Background: an optimization exercise with open tools, aiming at small area, a short achievable clock period and few clock cycles per item. Do not read the settings as production practice.
Function was checked by simulation only, so behaviour that the tests miss may differ from the original.

==> flow/design.v <==
`timescale 1ns/1ns
`default_nettype none
package mdPkg;
  localparam int XLen = 32;
  localparam logic [2:0] opMul    = 3'b000;
  localparam logic [2:0] opMulh   = 3'b001;
  localparam logic [2:0] opMulhsu = 3'b010;
  localparam logic [2:0] opMulhu  = 3'b011;
  localparam logic [2:0] opDiv    = 3'b100;
  localparam logic [2:0] opDivu   = 3'b101;
  localparam logic [2:0] opRem    = 3'b110;
  localparam logic [2:0] opRemu   = 3'b111;
endpackage
`default_nettype wire
`timescale 1ns/1ns
`default_nettype none
import mdPkg::*;
module multDivUnit (
  input  logic        clk,
  input  logic        reset,
  input  logic [2:0]  reqOp,
  input  logic [31:0] reqLOp,
  input  logic [31:0] reqROp,
  input  logic        reqValid,
  output logic        reqCredit,
  output logic [31:0] respResult,
  output logic        respDivByZero,
  output logic        respDivOverflow,
  output logic        respValid,
  input  logic        respCredit
);
  localparam logic [2:0] sGrant = 3'd0;   
  localparam logic [2:0] sWait  = 3'd1;   
  localparam logic [2:0] sPrep  = 3'd2;   
  localparam logic [2:0] sMul   = 3'd3;   
  localparam logic [2:0] sDiv   = 3'd4;   
  localparam logic [2:0] sCorr  = 3'd5;   
  localparam logic [2:0] sHold  = 3'd6;   
  logic [2:0]  state;
  logic [1:0]  respCnt;
  logic [32:0] A;
  logic [34:0] H;
  logic [31:0] Lo;
  logic        bp;
  logic [4:0]  count;
  logic        corr;
  logic        selLo;
  logic        negOut;
  logic        dbz;
  logic        ovf;
  logic        inDiv;
  logic        inSgnDiv;
  logic        inNegL;
  logic        inNegR;
  logic [31:0] magL;
  logic [31:0] magR;
  logic        inLZero;
  assign inDiv    = reqOp[2];
  assign inSgnDiv = reqOp[2] & ~reqOp[0];
  assign inNegL   = inSgnDiv & reqLOp[31];
  assign inNegR   = inSgnDiv & reqROp[31];
  assign magL     = inNegL ? -reqLOp : reqLOp;
  assign magR     = inNegR ? -reqROp : reqROp;
  assign inLZero  = (reqLOp == 32'd0);
  logic [1:0] respCntNext;
  logic       avail;
  assign respCntNext = respCnt + {1'b0, respCredit} - {1'b0, respValid};
  assign avail       = (respCntNext != 2'd0);
  logic [2:0]  bsel;
  logic        bOne;
  logic        bTwo;
  logic        bNeg;
  logic        yOne;
  logic        yTwo;
  logic        ySub;
  logic [34:0] aExt;
  logic [34:0] yVal;
  logic [34:0] sum;
  assign bsel = {Lo[1], Lo[0], bp};
  assign bOne = bsel[0] ^ bsel[1];
  assign bTwo = (bsel == 3'b011) | (bsel == 3'b100);
  assign bNeg = bsel[2];
  assign yOne = (state == sMul) ? bOne : 1'b1;
  assign yTwo = (state == sMul) & bTwo;
  assign ySub = (state == sMul) ? bNeg : (state == sDiv);
  assign aExt = {{2{A[32]}}, A};
  assign yVal = ({35{yOne}} & aExt) | ({35{yTwo}} & {aExt[33:0], 1'b0});
  assign sum  = H + (yVal ^ {35{ySub}}) + {34'd0, ySub};
  function automatic logic [5:0] clz32(input logic [31:0] v);
    logic [5:0] n;
    n = 6'd32;
    for (int i = 0; i < 32; i++) begin
      if (v[i]) n = 31 - i;
    end
    clz32 = n;
  endfunction
  logic [5:0] lzA;
  logic [5:0] lzH;
  logic [5:0] shAmt;
  logic       skipDiv;
  assign lzA     = clz32(A[31:0]);
  assign lzH     = clz32(H[31:0]);
  assign shAmt   = lzA - lzH;
  assign skipDiv = dbz | (lzA < lzH);
  logic qBit;
  assign qBit = ~sum[34];
  always_ff @(posedge clk) begin
    if (reset) begin
      state     <= sGrant;
      respCnt   <= 2'd0;
      reqCredit <= 1'b0;
      respValid <= 1'b0;
    end else begin
      respCnt   <= respCntNext;
      reqCredit <= 1'b0;
      respValid <= 1'b0;
      case (state)
        sGrant: begin
          reqCredit <= 1'b1;
          state     <= sWait;
        end
        sWait: begin
          if (reqValid) state <= inDiv ? sPrep : sMul;
        end
        sPrep: begin
          if (skipDiv) begin
            if (avail) begin
              respValid <= 1'b1;
              state     <= sGrant;
            end else begin
              state <= sHold;
            end
          end else begin
            state <= sDiv;
          end
        end
        sMul: begin
          if (count == 5'd0) begin
            if (corr) begin
              state <= sCorr;
            end else if (avail) begin
              respValid <= 1'b1;
              state     <= sGrant;
            end else begin
              state <= sHold;
            end
          end
        end
        default: begin   
          if ((state != sDiv) || (count == 5'd0)) begin
            if (avail) begin
              respValid <= 1'b1;
              state     <= sGrant;
            end else begin
              state <= sHold;
            end
          end
        end
      endcase
    end
  end
  always_ff @(posedge clk) begin
    case (state)
      sWait: begin
        if (reqValid) begin
          A       <= {(reqOp == opMulh || reqOp == opMulhsu) & reqLOp[31], magL};
          H       <= {3'd0, magR & {32{inDiv}}};
          Lo      <= reqROp & {32{~inDiv}};
          bp      <= 1'b0;
          count   <= 5'd15;
          corr    <= ~reqOp[2] & reqOp[1] & reqROp[31];
          selLo   <= (reqOp == opMul) | (reqOp[2:1] == 2'b10);
          negOut  <= reqOp[1] ? inNegR : ((inNegL ^ inNegR) & ~inLZero);
          dbz     <= inDiv & inLZero;
          ovf     <= inSgnDiv & (reqLOp == 32'hffff_ffff) & (reqROp == 32'h8000_0000);
        end
      end
      sPrep: begin
        if (dbz) Lo <= 32'hffff_ffff;
        A     <= {1'b0, A[31:0] << shAmt[4:0]};
        count <= shAmt[4:0];
      end
      sMul: begin
        H     <= {{2{sum[34]}}, sum[34:2]};
        Lo    <= {sum[1:0], Lo[31:2]};
        bp    <= Lo[1];
        count <= count - 5'd1;
      end
      sDiv: begin
        if (qBit) H <= sum;
        Lo    <= {Lo[30:0], qBit};
        A     <= {1'b0, A[32:1]};
        count <= count - 5'd1;
      end
      sCorr: begin
        H <= sum;
      end
      default: begin
      end
    endcase
  end
  logic [31:0] resVal;
  assign resVal          = selLo ? Lo : H[31:0];
  assign respResult      = negOut ? -resVal : resVal;
  assign respDivByZero   = dbz;
  assign respDivOverflow = ovf;
endmodule
`default_nettype wire
==> flow/run.sh <==
#!/bin/bash
# synth_recipe.tcl (not shown) runs the flow's synth.tcl, then flattens the netlist and writes it again
# the make line also repeats each setting of config.mk as NAME=value (left out here)
make -C /OpenROAD-flow-scripts/flow DESIGN_CONFIG=/design/flow/config.mk WORK_HOME=/design/flow/orfs CLKGATE_MAP_FILE= SYNTH_SCRIPT=/design/flow/synth_recipe.tcl finish
==> flow/config.mk <==
export PLATFORM = sky130hd
export DESIGN_NAME = multDivUnit
export DESIGN_NICKNAME = multDivUnit
export VERILOG_FILES = /design/flow/design.v
export SDC_FILE = /design/flow/constraint.sdc
export NUM_CORES = 4
export LEC_CHECK = 0
export ABC_CLOCK_PERIOD_IN_PS = 3000
export CAP_MARGIN = 20
export CORE_MARGIN = 2
export CORE_UTILIZATION = 40
export SETUP_SLACK_MARGIN = 2.0
export SLEW_MARGIN = 20
==> flow/constraint.sdc <==
create_clock -name core_clock -period 6.0 [get_ports {clk}]
set_input_delay 1.2000 -clock core_clock [delete_from_list [all_inputs] [get_ports {clk}]]
set_output_delay 1.2000 -clock core_clock [all_outputs]
set_load 0.01 [all_outputs]
==> run_results.csv, run 1 <==
group,metric,value,unit
sta,setup_viol,0,
critical_path,reg2regPathDepth,20,
floorplanning,die_area,0.0336,mm^2
critical_path,cp_cell_sequence,"buf_4 -> a21oi_1 -> o21bai_1 -> a21oi_1 -> o21bai_1 -> a21oi_1 -> nor2_1 -> o31ai_1 -> a31oi_1 -> o41ai_2 -> ha_2 -> fa_2 -> buf_12 -> buf_16 -> buf_4 -> mux4_2 -> mux2i_2 -> mux2i_1 -> a21oi_1 -> o221ai_1",
critical_path,startpoint_type,"flip-flop",
global_routing,grt_max_degree,72,
final_layout,fillers,2706,
critical_path,cp.depth,20,
synth,syn_area,0.0129,mm^2
final_layout,syn2layout_area_growth,41.2,%
synth,synth_top_area_cell,"edfxtp_1",
cts,clock_latency,430,ps
floorplanning,die_h,183,um
route,drc,0,
sta,relSlewSlack,0.254,
critical_path,rrSetupSlack,1340,ps
sta,setup_ws,1340,ps
synth,yosysSeqAreaShare,0.270,
synth,synth-async-reset-ratio,0,
synth,yosysTopAreaCellShare,0.259,
sta,rsz0062_at_grt,"true",
route,avgRoutedWirePerCell,22.4,um
final_layout,post-route-util,0.574,
sta,period_minus_slack,4660,ps
cts,clkSlewWorstSetupHoldPaths,60,ps
sta,fin_skew,15.0,ps
critical_path,crit_top_cell,"a21oi_1",
cts,cts_root_buf,"clkbuf_16",
status,outcome,"complete, no violations",
sta,worstMarginPinSlew,1120,ps
critical_path,endpoint_kind,"flip-flop",
critical_path,reg2reg_to,"A[30]",
global_routing,grt-ovfl-total,0,
place,io_buffers,106,
run,maxCapViolations,0,
critical_path,critPathKind,"flip-flop to flip-flop",
route,num_vias,13960,
final_layout,drive_above_1_share,0.299,
cts,hold_buffers,0,
final_layout,regArea,0.00348,mm^2
synth,ys_seq_elements,118,
final_layout,fin_nets,1907,
cts,cts.path.max_buffers,2,
route,drt_pass1_iterations,6,
synth,synth.avg_cell_area,8.28,um^2
floorplanning,placementRows,65,
synth,ys_dominant_reg_cell,"edfxtp_1",
sta,slew_viol_final,0,
hold_path,whs_endpoint,"Lo[18]",
sta,post-route-period-util,0.777,
global_routing,grt_pass1_vias,12944,
cts,numCtsBuffers,17,
place,dpl_worst_slack,751,ps
global_routing,grt_usage,0.276,
sta,fin_tns_setup,0,ps
critical_path,rr_startpoint,"A[0]",
synth,synthTopCellsByArea,"edfxtp_1, xnor2_1, a21oi_1",
critical_path,critical_path_buf_inv_count,4,
floorplanning,core_area,0.0316,mm^2
floorplanning,pin_count,107,
hold_path,hold_path.class,"flip-flop to flip-flop",
critical_path,cp_data_required_time,6140,ps
critical_path,cp-startpoint,"A[0]",
place,gp_congestion,0.938,
critical_path,slowest_stage,"fa_2",
synth,netlist_instances,1553,
synth,synth_common_cells,"nand2_1, a21oi_1, nor2_1, edfxtp_1, o21ai_0",
hold_path,hold_path_startpoint,"Lo[17]",
synth,yosysMostFrequentCell,"nand2_1",
floorplanning,start_util,0.406,
critical_path,cpPeakStageDelay,500,ps
cts,cts_sinks,118,
synth,syn_nets,1675,
floorplanning,die_w,183,um
hold_path,min_path_cells,1,
place,hpwl,32000,um
final_layout,multiInputGateArea,0.0102,mm^2
synth,yosysWarnings,1,
route,drtIter0Drc,1350,
critical_path,path_max_fanout,17,
final_layout,antenna_cells,0,
global_routing,grt_pass1_wl,72600,um
cts,cts-htree-levels,4,
critical_path,cp_top_family,"compound AO/OA/AOI/OAI gates",
synth,synth_edf_count,111,
route,vias_per_cell,6.35,
cts,cts_tree,"yes",
global_routing,antenna_found_initial,1,
sta,hold_viol,0,
sta,clock.fmax,0.214,GHz
critical_path,arrival,4800,ps
synth,synth_cell_types,74,
route,ant_nets,0,
route,drt-total-wl,49300,um
[how the worst max path moves through the flow]
stage	slack, ps	endpoint
after floorplan	1610	respResult[30]
after global placement	750	respResult[31]
after detailed placement	750	respResult[31]
after CTS	1390	A[26]
after global routing	1080	A[31]
final	1340	A[30]
[state kept, by name (all words and copies together) (netlist names), 2 cells and up]
signal   cells
A           33
H           35
Lo          32
count        5
respCnt      2
state        3
[cells by family (layout without fill, tap and decap cells)]
family / Yosys count / after routing / synth area share
AOI/OAI and AO/OA: 506 / 512 / 0.265
and+or+nand+nor: 445 / 446 / 0.165
buffers and inverters: 187 / 425 / 0.0560
xor gates and xnor gates: 162 / 162 / 0.112
DFF: 118 / 118 / 0.270
muxes: 84 / 84 / 0.0817
adders and majority gates: 51 / 51 / 0.0508
[through the flow]
stage	hold slack (ps)	std cells	instance area (um^2)
finish	606	2200	18200
global route	632	2200	18200
CTS	602	2137	16800
detailed placement	590	1981	14400
global placement	583	1981	14400
floorplan	570	1553	13100
[repair_timing]
action,4_1_cts,5_1_grt
setup buffers,112,58
gates resized for setup,253,200
endpoints found under the setup margin,122,122
endpoints found under the hold margin,0,0
pin swaps,96,84
cloned,12,5
[layout by cell type (no fill, tap or decap), drive strengths merged, types with 16 or more instances in the layout]
master / n
a211oi: 18
a21oi: 128
a221o: 53
a22oi: 61
a31oi: 23
buf: 224
clkbuf: 20
clkdlybuf4s50: 82
edfxtp: 111
ha: 49
inv: 80
mux2i: 60
mux4: 16
nand2: 137
nand2b: 18
nand3: 19
nor2: 114
nor2b: 17
nor3: 51
nor4: 24
o21ai: 109
o31ai: 21
xnor2: 98
xor2: 63
[area by class of cell]
| class | count | share of cell area |
|---|---|---|
| clock buffer | 17 | 0.0234 |
| clock inverter | 15 | 0.00972 |
| inverter | 76 | 0.0159 |
| multi-input combinational | 1255 | 0.563 |
| sequential | 118 | 0.192 |
| tap | 402 | 0.0277 |
| timing repair buffer | 317 | 0.169 |
[per-layer routing]
layer,vias to the layer above,share of wire,GRT usage
li1,6333,-,-
met1,6780,0.41,0.355
met2,706,0.48,0.472
met3,139,0.069,0.0401
met4,2,0.039,0.101
met5,-,0.00026,0
Testbench counts, summed over its fixed seeds: cycles 46,815, ops 3,200.
==> run 2: changes to the inputs <==
--- a/flow/config.mk
+++ b/flow/config.mk
@@ -10,4 +10,3 @@
 export CORE_MARGIN = 2
 export CORE_UTILIZATION = 40
-export SETUP_SLACK_MARGIN = 2.0
 export SLEW_MARGIN = 20
==> run 2 against run 1 <==
Critical path depth down 7. Utilization down 10 points. First-iteration DRC count down 20%. Cell area down 18%. Count of clock-buffer cells in the layout up 1. Still clean on timing, DRC and antenna. Worst hold slack better by 8.0 ps.
==> run_results.csv, run 2 <==
group,metric,value,unit
status,outcome,"complete, no violations",
sta,post-route-period-util,0.948,
final_layout,layout_common_cells,"nand2_1, a21oi_1, nor2_1",
run,maxCapViolations,0,
final_layout,largest_register,"H",
critical_path,endpoint,"respResult[30]",
synth,yosysWarnings,1,
critical_path,cp_data_required_time,4800,ps
route,ant_nets,0,
final_layout,antenna_cells,0,
global_routing,grt-ovfl-total,0,
cts,cts_root_buf,"clkbuf_16",
cts,hold_buffers,0,
critical_path,rrSetupSlack,680,ps
final_layout,syn2layout_area_growth,15.9,%
synth,yosysTopAreaCellShare,0.259,
global_routing,grt_pass1_wl,66000,um
critical_path,reg2reg_to,"H[23]",
global_routing,grt_usage,0.251,
critical_path,cp-startpoint,"selLo",
floorplanning,placementRows,65,
critical_path,startpoint_type,"flip-flop",
synth,synth_common_cells,"nand2_1, a21oi_1, nor2_1, edfxtp_1, o21ai_0",
synth,synth_edf_count,111,
sta,rsz0062_at_grt,"false",
final_layout,largestRegisters,"H (35), A (33), Lo (32)",
sta,relSlewSlack,0.288,
route,avgRoutedWirePerCell,20.9,um
synth,synth_cell_types,74,
synth,yosysSeqAreaShare,0.270,
sta,fin_tns_setup,0,ps
cts,cts-resized-gates,0,
synth,ys_dominant_reg_cell,"edfxtp_1",
place,dpl_worst_slack,744,ps
critical_path,critPathKind,"flip-flop to output pin",
final_layout,layout.cells.most_common,"nand2_1",
sta,setup_ws,312,ps
cts,cts_sinks,118,
critical_path,path_max_fanout,73,
final_layout,drive_above_1_share,0.0700,
sta,fin_skew,15.9,ps
floorplanning,die_h,183,um
synth,netlist_instances,1553,
critical_path,endpoint_kind,"output pin",
floorplanning,start_util,0.406,
sta,hold_viol,0,
place,io_buffers,106,
route,drtIter0Drc,1074,
cts,clkSlewWorstSetupHoldPaths,60,ps
floorplanning,core_area,0.0316,mm^2
floorplanning,pin_count,107,
place,hpwl,32100,um
synth,syn_area,0.0129,mm^2
synth,synth.avg_cell_area,8.28,um^2
hold_path,hold_path.class,"flip-flop to flip-flop",
synth,ys_seq_elements,118,
sta,setup_viol,0,
synth,syn_nets,1675,
global_routing,grt_pass1_vias,11807,
final_layout,fin_nets,1724,
critical_path,arrival,4490,ps
synth,synth-async-reset-ratio,0,
cts,clock_latency,440,ps
synth,synthTopCellsByArea,"edfxtp_1, xnor2_1, a21oi_1",
synth,synth_top_area_cell,"edfxtp_1",
floorplanning,die_area,0.0336,mm^2
critical_path,reg2regPathDepth,18,
route,drt-total-wl,42200,um
route,num_vias,12521,
cts,cts_tree,"yes",
critical_path,rr_startpoint,"Lo[0]",
route,drt_pass1_iterations,6,
global_routing,grt_max_degree,74,
route,drc,0,
synth,yosysMostFrequentCell,"nand2_1",
cts,numCtsBuffers,17,
floorplanning,die_w,183,um
cts,cts-htree-levels,4,
sta,worstMarginPinSlew,1070,ps
sta,period_minus_slack,5690,ps
cts,post_cts_buffers,0,
sta,slew_viol_final,0,
final_layout,largest_register_ffs,35,
final_layout,fin_cells,2017,
cts,cts.path.max_buffers,2,
sta,clock.fmax,0.176,GHz
place,gp_congestion,0.952,
route,vias_per_cell,6.21,
place,dp_cells,1984,
global_routing,antenna_found_initial,0,
run 2: area by class of cell:
| type | count | area (um^2) |
|---|---|---|
| inverters | 76 | 285 |
| repair buffers | 141 | 1350 |
| clock buffers | 18 | 429 |
| clock inverters | 14 | 159 |
| well taps | 402 | 503 |
| multi-input cells | 1248 | 8700 |
| fillers | 3062 | 16700 |
| flip-flops and latches | 118 | 3470 |
run 2: stage by stage:
stage	hold WS (ps)	util	area [um^2]
detailed placement	600	0.452	14300
finish	614	0.471	14900
floorplan	570	-	12900
CTS	615	0.471	14900
global placement	582	0.452	14300
global route	627	0.471	14900
run 2: critical path, cell delays in order, from the launching register on:
cell             delay (ps)
edfxtp_1                520
buf_12                  340
o21a_1                  230
ha_1                    180
o21ai_0                 110
or2_2                   340
nor3_1                  300
and2_1                  200
o21ai_1                  90
nand2b_1                250
or4_1                   580
o21ai_1                 170
xor2_1                  190
clkdlybuf4s50_1         560
run 2: metal layers:
layer  GRT usage  share of wire
met4      0.0800          0.026
met1       0.338           0.45
met3      0.0361          0.059
met5           0              0
met2       0.417           0.47
run 2: logic make-up after synthesis:
family          synth area share
xor+xnor                   0.112
fa+ha+maj                 0.0508
buf+inv                   0.0560
compound gates             0.265
flops                      0.270
simple gates               0.165
mux                       0.0817
run 2: worst min-delay path by stage:
stage / startpoint / end / slack (ps) / cells after the start
final: Lo[8] / Lo[9] / 610 / 1
after global routing: Lo[17] / Lo[18] / 630 / 1
after floorplan: Lo[17] / Lo[18] / 570 / 1
after global placement: Lo[15] / Lo[16] / 580 / 1
after CTS: Lo[8] / Lo[9] / 610 / 1
after detailed placement: Lo[8] / Lo[9] / 600 / 1
==> run 3: changes to the inputs <==
--- a/flow/config.mk
+++ b/flow/config.mk
@@ -6,5 +6,4 @@
 export NUM_CORES = 4
 export LEC_CHECK = 0
-export ABC_CLOCK_PERIOD_IN_PS = 3000
 export CAP_MARGIN = 20
 export CORE_MARGIN = 2
==> run 3 against run 2 <==
Sequential share of layout area unchanged. Sequential cell count unchanged. Still clean. Synthesized cell count unchanged. Setup slack did not move. Via count unchanged. Critical path type unchanged.
==> run_results.csv, run 3 <==
group,metric,value,unit
status,outcome,"complete, no violations",
synth,synth_cell_types,74,
route,top_layer_used,"met4",
synth,netlist_instances,1553,
route,drt-total-wl,42200,um
synth,yosysMostFrequentCell,"nand2_1",
cts,clock_latency,440,ps
final_layout,layout_common_cells,"nand2_1, a21oi_1, nor2_1",
synth,ys_seq_elements,118,
synth,yosysWarnings,1,
synth,syn_nets,1675,
place,hpwl,32100,um
sta,fin_tns_setup,0,ps
floorplanning,die_area,0.0336,mm^2
sta,period_minus_slack,5690,ps
route,wl_met1,19000,um
sta,post-route-period-util,0.948,
hold_path,hold_path_startpoint,"Lo[8]",
global_routing,grt_max_degree,74,
cts,cts-resized-gates,0,
global_routing,grt_usage,0.251,
sta,rsz0062_at_grt,"false",
run,maxCapViolations,0,
sta,slew_viol_final,0,
cts,post_cts_buffers,0,
route,vias_per_cell,6.21,
route,wl_met2,19700,um
sta,relSlewSlack,0.288,
synth,synth-async-reset-ratio,0,
route,num_vias,12521,
global_routing,grt-ovfl-total,0,
final_layout,layout.cells.most_common,"nand2_1",
critical_path,cp_data_required_time,4800,ps
floorplanning,pin_count,107,
floorplanning,die_w,183,um
cts,cts_tree,"yes",
critical_path,reg2regPathDepth,18,
cts,hold_buffers,0,
cts,numCtsBuffers,17,
sta,setup_viol,0,
final_layout,fillers,3062,
synth,yosysTopAreaCellShare,0.259,
floorplanning,placementRows,65,
synth,synthTopCellsByArea,"edfxtp_1, xnor2_1, a21oi_1",
sta,clock.fmax,0.176,GHz
synth,yosysSeqAreaShare,0.270,
cts,cts.path.max_buffers,2,
route,drtIter0Drc,1074,
cts,cts-htree-levels,4,
floorplanning,start_util,0.406,
cts,cts_sinks,118,
synth,synth_edf_count,111,
critical_path,critPathKind,"flip-flop to output pin",
route,ant_nets,0,
synth,synth_top_area_cell,"edfxtp_1",
route,drt_pass1_iterations,6,
route,avgRoutedWirePerCell,20.9,um
cts,cts_root_buf,"clkbuf_16",
synth,synth.avg_cell_area,8.28,um^2
final_layout,fin_nets,1724,
critical_path,reg2reg_to,"H[23]",
place,gp_congestion,0.952,
critical_path,arrival,4490,ps
hold_path,min_path_cells,1,
final_layout,drive_above_1_share,0.0700,
sta,fin_skew,15.9,ps
hold_path,whs_endpoint,"Lo[9]",
synth,syn_area,0.0129,mm^2
critical_path,path_max_fanout,73,
synth,ys_dominant_reg_cell,"edfxtp_1",
critical_path,endpoint_kind,"output pin",
global_routing,grt_pass1_wl,66000,um
final_layout,antenna_cells,0,
final_layout,largest_register_ffs,35,
place,io_buffers,106,
final_layout,syn2layout_area_growth,15.9,%
critical_path,rr_startpoint,"Lo[0]",
route,wl_met3,2500,um
floorplanning,die_h,183,um
critical_path,startpoint_type,"flip-flop",
global_routing,grt_pass1_vias,11807,
floorplanning,core_area,0.0316,mm^2
sta,worstMarginPinSlew,1070,ps
route,drc,0,
cts,clkSlewWorstSetupHoldPaths,60,ps
hold_path,hold_path.class,"flip-flop to flip-flop",
critical_path,rrSetupSlack,680,ps
global_routing,antenna_found_initial,0,
sta,hold_viol,0,
final_layout,largest_register,"H",
synth,synth_common_cells,"nand2_1, a21oi_1, nor2_1, edfxtp_1, o21ai_0",
final_layout,largestRegisters,"H (35), A (33), Lo (32)",
==> run 3: area by class of cell <==
| cell class | count | area, um^2 | share of cell area |
|---|---|---|---|
| Tap cell | 402 | 503 | 0.0337 |
| Multi-Input combinational cell | 1248 | 8700 | 0.584 |
| Inverter | 76 | 285 | 0.0191 |
| Clock inverter | 14 | 159 | 0.0107 |
| Sequential cell | 118 | 3470 | 0.233 |
| Clock buffer | 18 | 429 | 0.0288 |
| Timing Repair Buffer | 141 | 1350 | 0.0907 |
==> run 3: how the worst max path moves through the flow <==
| stage | startpoint | end | slack [ps] | cells after the start |
|---|---|---|---|---|
| floorplan | selLo | respResult[30] | 250 | 17 |
| global placement | selLo | respResult[30] | 800 | 13 |
| detailed placement | Lo[0] | H[29] | 740 | 18 |
| CTS | selLo | respResult[30] | 280 | 13 |
| global route | selLo | respResult[30] | 70 | 13 |
| finish | selLo | respResult[30] | 310 | 13 |
==> run 3: through the flow <==
stage | instances | hold WS [ps] | setup WS (ps) | util | cell area [um^2]
floorplan | 1553 | 570 | 253 | - | 12900
global placement | 1984 | 582 | 796 | 0.452 | 14300
detailed placement | 1984 | 600 | 744 | 0.452 | 14300
CTS | 2016 | 615 | 275 | 0.471 | 14900
global route | 2017 | 627 | 71.0 | 0.471 | 14900
finish | 2017 | 614 | 312 | 0.471 | 14900
==> run 3: metal layers <==
| metal | GRT usage | vias to the layer above |
|---|---|---|
| met3 | 0.0361 | 60 |
| li1 | - | 5933 |
| met1 | 0.338 | 6003 |
| met2 | 0.417 | 525 |
| met5 | 0 | - |
| met4 | 0.0800 | 0 |
==> run 3: kinds of logic after synthesis <==
logic type               count (synthesis)  share of synthesized area
adder cells (fa/ha/maj)                 51                     0.0508
AO/OA/AOI/OAI                          506                      0.265
XOR/XNOR                               162                      0.112
buffers and inverters                  187                     0.0560
multiplexers                            84                     0.0817
flip-flops                             118                      0.270
AND/OR/NAND/NOR                        445                      0.165
==> run 3: worst max-delay path, stage by stage, from the launching register on <==
cell	delay [ps]
edfxtp_1	520
buf_12	340
o21a_1	230
ha_1	180
o21ai_0	110
or2_2	340
nor3_1	300
and2_1	200
o21ai_1	90
nand2b_1	250
or4_1	580
o21ai_1	170
xor2_1	190
clkdlybuf4s50_1	560

## re-timing with driven ports
In the flow no input, the clock included, has a driving cell. The finished layouts below were timed again as built, in two steps.
Step 1 assumes that a clkbuf_16 drives the clock port and a buf_2 every other input.
Step 2, shift: input delay + t, output delay - t, t = (earliest + latest rising clock arrival at the registers) / 2. This alone moves slack from input paths to output paths.
a / b / c = no drivers / after step 1 / after step 2; a / b = the first two.
run | shift t [ns] | setup slack, ns | hold WS [ns]
run 1 | 0.476 | 1.337 / 1.294 / 1.264 | 0.606 / 0.606 / 0.606
run 2 | 0.480 | 0.312 / 0.268 / 0.684 | 0.614 / 0.614 / 0.614
run 3 | 0.480 | 0.312 / 0.268 / 0.684 | 0.614 / 0.614 / 0.614
After both steps every run listed still meets setup and hold. The setup slack of run 1, which loses most, moves by -0.043 ns with the drivers and by -0.073 ns with both steps.
